This is an optimization exercise on Yosys and OpenROAD, whose aim is small area and a short achievable clock period, not a production implementation.
The RTL was checked by simulation tests, not by an equivalence proof against the original design.
Power and IR drop assume default switching activity.

## epsilon
==> flow/design.v <==
module block_data_memory #(
    parameter int LATENCY    = 5,
    parameter int ADDR_WIDTH = 6,
    parameter int DATA_WIDTH = 32
) (
    input  logic                  CLOCK,
    input  logic                  RESET_N,
    input  logic                  READ,
    input  logic                  WRITE,
    input  logic [ADDR_WIDTH-1:0] ADDRESS,
    input  logic [DATA_WIDTH-1:0] WRITEDATA,
    output logic [DATA_WIDTH-1:0] READDATA,
    output logic                  BUSYWAIT
);
    localparam int RB   = 2;                       
    localparam int RL   = 1 << RB;                 
    localparam int NR   = 1 << (ADDR_WIDTH - RB);  
    localparam int NGRP = NR / 3;                  
    logic                       idle_n;       
    logic                       busy_n;       
    logic [LATENCY-1:0]         acc;          
    logic                       start;        
    logic                       fire;         
    logic [ADDR_WIDTH-1:0]      req_addr;
    logic [DATA_WIDTH-1:0]      req_data;
    logic                       req_write;    
    logic                       cleared;      
    logic                       clr;          
    logic [DATA_WIDTH-1:0]      wbus;         
    logic [RB-1:0]              rot;          
    logic [RB-1:0]              pos_next;     
    logic                       at_port;      
    logic                       entering;     
    logic [NR-1:0]              ring_sel;     
    logic [NR-1:0]              wr_word;      
    logic [NR-1:0]              wr_ring;      
    logic                       rd_take;      
    logic [DATA_WIDTH-1:0]      ring [NR][RL];
    logic [DATA_WIDTH-1:0]      rd_word;
    logic [DATA_WIDTH-1:0]      rd_hold;
    assign start = ~idle_n & (READ | WRITE);
    assign fire  = acc[LATENCY-1];
    always_ff @(posedge CLOCK or negedge RESET_N) begin
        if (!RESET_N) begin
            idle_n <= 1'b0;
            busy_n <= 1'b1;
            acc    <= '0;
            rot    <= '0;
            cleared <= 1'b0;
        end else begin
            idle_n <= ~((~idle_n & ~(READ | WRITE)) | (busy_n & idle_n));
            busy_n <= ~(start | (~busy_n & ~fire));
            acc    <= {acc[LATENCY-2:0], start};
            rot    <= rot + 1'b1;
            cleared <= cleared | (rot == '1);
        end
    end
    always_ff @(posedge CLOCK) begin
        if (start) begin
            req_addr  <= ADDRESS;
            req_data  <= WRITEDATA;
        end
    end
    always_ff @(posedge CLOCK or negedge RESET_N) begin
        if (!RESET_N) begin
            req_write <= 1'b0;
        end else if (start) begin
            req_write <= WRITE;
        end
    end
    assign clr  = ~cleared;
    for (genvar b = 0; b < DATA_WIDTH; b++) begin : g_wbus
        bdm_and2 u_and (.a(req_data[b]), .b(cleared), .y(wbus[b]));
    end
    assign pos_next = (start ? ADDRESS[RB-1:0] : req_addr[RB-1:0]) + rot + 1'b1;
    always_ff @(posedge CLOCK) begin
        at_port  <= (pos_next == '0);
        entering <= (pos_next == '1);
    end
    assign rd_take = ~busy_n & at_port;
    always_comb begin
        for (int r = 0; r < NR; r++) begin
            ring_sel[r] = (req_addr[ADDR_WIDTH-1:RB] == (ADDR_WIDTH-RB)'(r));
            wr_word[r]  = req_write & entering & ring_sel[r];
        end
    end
    for (genvar r = 0; r < NR; r++) begin : g_wr
        bdm_xor2 u_xor (.a(clr), .b(wr_word[r]), .y(wr_ring[r]));
    end
    always_ff @(posedge CLOCK) begin
        for (int r = 0; r < NR; r++) begin
            ring[r][0] <= wr_ring[r] ? wbus : ring[r][RL-1];
            for (int k = 1; k < RL; k++) begin
                ring[r][k] <= ring[r][k-1];
            end
        end
    end
    for (genvar b = 0; b < DATA_WIDTH; b++) begin : g_bit
        logic [NGRP:0] grp_n;            
        logic [1:0]    l1;
        for (genvar g = 0; g < NGRP; g++) begin : g_grp
            bdm_aoi222 u_aoi (
                .s0(ring_sel[3*g]),   .d0(ring[3*g][0][b]),
                .s1(ring_sel[3*g+1]), .d1(ring[3*g+1][0][b]),
                .s2(ring_sel[3*g+2]), .d2(ring[3*g+2][0][b]),
                .y_n(grp_n[g])
            );
        end
        bdm_nand2 u_last (.a(ring_sel[NR-1]), .b(ring[NR-1][0][b]), .y_n(grp_n[NGRP]));
        bdm_nand3 u_l1_0 (.a(grp_n[0]), .b(grp_n[1]), .c(grp_n[2]), .y_n(l1[0]));
        bdm_nand3 u_l1_1 (.a(grp_n[3]), .b(grp_n[4]), .c(grp_n[5]), .y_n(l1[1]));
        assign rd_word[b] = l1[0] | l1[1];
    end
    always_ff @(posedge CLOCK) begin
        if (rd_take) begin
            rd_hold <= rd_word;
        end
    end
    always_ff @(posedge CLOCK or negedge RESET_N) begin
        if (!RESET_N) begin
            READDATA <= '0;
        end else if (fire && !req_write) begin
            READDATA <= rd_hold;
        end
    end
    logic bw_req_n;
    bdm_o21ai u_bw_req (.a1(READ),   .a2(WRITE),    .b1(RESET_N), .y_n(bw_req_n));
    bdm_o21ai u_bw_out (.a1(idle_n), .a2(bw_req_n), .b1(busy_n),  .y_n(BUSYWAIT));
endmodule
module bdm_aoi222 (
    input  logic s0, d0, s1, d1, s2, d2,
    output logic y_n
);
    assign y_n = ~((s0 & d0) | (s1 & d1) | (s2 & d2));
endmodule
module bdm_nand2 (
    input  logic a, b,
    output logic y_n
);
    assign y_n = ~(a & b);
endmodule
module bdm_nand3 (
    input  logic a, b, c,
    output logic y_n
);
    assign y_n = ~(a & b & c);
endmodule
module bdm_xor2 (
    input  logic a, b,
    output logic y
);
    assign y = a ^ b;
endmodule
module bdm_and2 (
    input  logic a, b,
    output logic y
);
    assign y = a & b;
endmodule
module bdm_o21ai (
    input  logic a1, a2, b1,
    output logic y_n
);
    assign y_n = ~((a1 | a2) & b1);
endmodule
==> flow/config.mk <==
export PLATFORM = sky130hd
export DESIGN_NAME = block_data_memory
export DESIGN_NICKNAME = block_data_memory
export VERILOG_FILES = /design/flow/design.v
export SDC_FILE = /design/flow/constraint.sdc
export NUM_CORES = 4
export LEC_CHECK = 0
export CAP_MARGIN = 20
export CORE_MARGIN = 2
export CORE_UTILIZATION = 70
export SETUP_SLACK_MARGIN = 2.9
export SLEW_MARGIN = 20
export SYNTH_HIERARCHICAL = 1
==> flow/constraint.sdc <==
create_clock -name core_clock -period 5.5 [get_ports {CLOCK}]
set_input_delay 1.1000 -clock core_clock [delete_from_list [all_inputs] [get_ports {CLOCK}]]
set_output_delay 1.1000 -clock core_clock [all_outputs]
set_load 0.01 [all_outputs]
standard.sh (not shown) runs the stock make flow with config.mk's settings and CLKGATE_MAP_FILE= SYNTH_SCRIPT=/design/flow/synth_recipe.tcl, a recipe that flattens the netlist after the stock synthesis.
==> flow/flow/run.sh <==
#!/bin/bash
# The standard layout (standard.sh, all steps), with one change in clock tree
# synthesis: larger sink clusters (27 sinks, 75 um) and no dummy loads, so the
# tree needs far fewer buffers. The make output goes to standard.log here; each
# step's own log is under orfs/logs/.
set -euo pipefail
here=$(cd "$(dirname "${BASH_SOURCE[0]}")/.." && pwd)
cd "$here"
export CTS_ARGS="-sink_clustering_enable -repair_clock_nets -dont_use_dummy_load -sink_clustering_size 27 -sink_clustering_max_diameter 75"
bash ./standard.sh > "$here/standard.log" 2>&1
In summary, epsilon completed successfully, with a layout that passed the timing, DRC and antenna checks.
For delta, these inputs were changed with respect to epsilon:
--- a/flow/design.v
+++ b/flow/design.v
@@ -20,10 +20,11 @@
     logic                       busy_n;       
     logic [LATENCY-1:0]         acc;          
     logic                       start;        
     logic                       fire;         
-    logic [ADDR_WIDTH-1:0]      req_addr;
-    logic [DATA_WIDTH-1:0]      req_data;
+    logic [RB-1:0]              req_addr;     
+    logic [DATA_WIDTH-1:0]      xfer;         
+    logic [DATA_WIDTH-1:0]      xfer_in;
     logic                       req_write;    
     logic                       cleared;      
     logic                       clr;          
     logic [DATA_WIDTH-1:0]      wbus;         
@@ -36,9 +37,8 @@
     logic [NR-1:0]              wr_ring;      
     logic                       rd_take;      
     logic [DATA_WIDTH-1:0]      ring [NR][RL];
     logic [DATA_WIDTH-1:0]      rd_word;
-    logic [DATA_WIDTH-1:0]      rd_hold;
     assign start = ~idle_n & (READ | WRITE);
     assign fire  = acc[LATENCY-1];
     always_ff @(posedge CLOCK or negedge RESET_N) begin
         if (!RESET_N) begin
@@ -56,10 +56,10 @@
         end
     end
     always_ff @(posedge CLOCK) begin
         if (start) begin
-            req_addr  <= ADDRESS;
-            req_data  <= WRITEDATA;
+            req_addr  <= ADDRESS[RB-1:0];
+            for (int r = 0; r < NR; r++) ring_sel[r] <= (ADDRESS[ADDR_WIDTH-1:RB] == (ADDR_WIDTH-RB)'(r));
         end
     end
     always_ff @(posedge CLOCK or negedge RESET_N) begin
         if (!RESET_N) begin
@@ -69,28 +69,35 @@
         end
     end
     assign clr  = ~cleared;
     for (genvar b = 0; b < DATA_WIDTH; b++) begin : g_wbus
-        bdm_and2 u_and (.a(req_data[b]), .b(cleared), .y(wbus[b]));
+        bdm_and2 u_and (.a(xfer[b]), .b(cleared), .y(wbus[b]));
     end
-    assign pos_next = (start ? ADDRESS[RB-1:0] : req_addr[RB-1:0]) + rot + 1'b1;
+    assign pos_next = (start ? ADDRESS[RB-1:0] : req_addr) + rot + 1'b1;
     always_ff @(posedge CLOCK) begin
         at_port  <= (pos_next == '0);
         entering <= (pos_next == '1);
     end
-    assign rd_take = ~busy_n & at_port;
+    assign rd_take = ~busy_n & ~req_write & at_port;
     always_comb begin
         for (int r = 0; r < NR; r++) begin
-            ring_sel[r] = (req_addr[ADDR_WIDTH-1:RB] == (ADDR_WIDTH-RB)'(r));
             wr_word[r]  = req_write & entering & ring_sel[r];
         end
     end
     for (genvar r = 0; r < NR; r++) begin : g_wr
         bdm_xor2 u_xor (.a(clr), .b(wr_word[r]), .y(wr_ring[r]));
     end
+    logic [DATA_WIDTH-1:0] ring_in [NR];
+    for (genvar r = 0; r < NR; r++) begin : g_port
+        logic keep;
+        assign keep = ~wr_ring[r];
+        for (genvar b = 0; b < DATA_WIDTH; b++) begin : g_bit
+            bdm_ao22 u_ao (.a1(ring[r][RL-1][b]), .a2(keep), .b1(wbus[b]), .b2(wr_ring[r]), .y(ring_in[r][b]));
+        end
+    end
     always_ff @(posedge CLOCK) begin
         for (int r = 0; r < NR; r++) begin
-            ring[r][0] <= wr_ring[r] ? wbus : ring[r][RL-1];
+            ring[r][0] <= ring_in[r];
             for (int k = 1; k < RL; k++) begin
                 ring[r][k] <= ring[r][k-1];
             end
         end
@@ -110,18 +117,21 @@
         bdm_nand3 u_l1_0 (.a(grp_n[0]), .b(grp_n[1]), .c(grp_n[2]), .y_n(l1[0]));
         bdm_nand3 u_l1_1 (.a(grp_n[3]), .b(grp_n[4]), .c(grp_n[5]), .y_n(l1[1]));
         assign rd_word[b] = l1[0] | l1[1];
     end
+    for (genvar b = 0; b < DATA_WIDTH; b++) begin : g_xfer
+        bdm_ao22 u_ao (.a1(WRITEDATA[b]), .a2(start), .b1(rd_word[b]), .b2(~start), .y(xfer_in[b]));
+    end
     always_ff @(posedge CLOCK) begin
-        if (rd_take) begin
-            rd_hold <= rd_word;
+        if ((start && WRITE) || rd_take) begin
+            xfer <= xfer_in;
         end
     end
     always_ff @(posedge CLOCK or negedge RESET_N) begin
         if (!RESET_N) begin
             READDATA <= '0;
         end else if (fire && !req_write) begin
-            READDATA <= rd_hold;
+            READDATA <= xfer;
         end
     end
     logic bw_req_n;
     bdm_o21ai u_bw_req (.a1(READ),   .a2(WRITE),    .b1(RESET_N), .y_n(bw_req_n));
@@ -144,8 +154,14 @@
     output logic y_n
 );
     assign y_n = ~(a & b & c);
 endmodule
+module bdm_ao22 (
+    input  logic a1, a2, b1, b2,
+    output logic y
+);
+    assign y = (a1 & a2) | (b1 & b2);
+endmodule
 module bdm_xor2 (
     input  logic a, b,
     output logic y
 );
[summary]
met3 track utilization from global routing was higher in delta than in epsilon.
Compared to epsilon, delta has global placement routability congestion 2.0% higher.
Maximum single-stage delay on the critical path essentially unchanged between epsilon and delta.
Register-to-register slack ended up 0.03 ns higher on delta than on epsilon.
delta went all the way through the flow, and no timing, DRC or antenna check failed.
Portion of total power attributed to sequential cells on delta is down relative to epsilon.
Of the two values seen for timing startpoint of the critical path, READ was produced by delta and RESET_N by epsilon.
delta ended with less total cell area at the placement stage than epsilon.
Going from epsilon to delta, the total core area was found to have gone down by 3000 um^2.
delta vs epsilon: fraction of final layout cells sized beyond drive strength 1 down
delta vs epsilon, post-route cell area went down by 3.2%.
delta vs. epsilon: number of ports placed on the die boundary roughly the same, post-layout worst setup margin higher, setup TNS roughly the same, switching share of power higher.

-- re-timing with driven ports --
In the flow no input, the clock included, has a driving cell. The finished layouts below were timed again as built, in two steps. Step 1, drivers: a clkbuf_16 drives CLOCK and a buf_2 each remaining input, both assumed. Step 2 times the ports against the registers' clock, not the clock port: input delays grow and output delays shrink by t, the midpoint of the rising clock arrivals with the driver on. Three values: ideal, step 1, step 2; two values: the first two.
| run | t (ns) | setup WS [ns] | hold WS [ns] |
|---|---|---|---|
| epsilon | 0.721 | 2.835 / 2.714 / 2.640 | 0.288 / 0.288 / 0.288 |
| delta | 0.722 | 2.854 / 2.814 / 2.388 | 0.309 / 0.309 / 0.309 |
After both steps every run listed still meets setup and hold. The setup slack of delta, which loses most, moves by -0.040 ns with the drivers and by -0.466 ns with both steps.
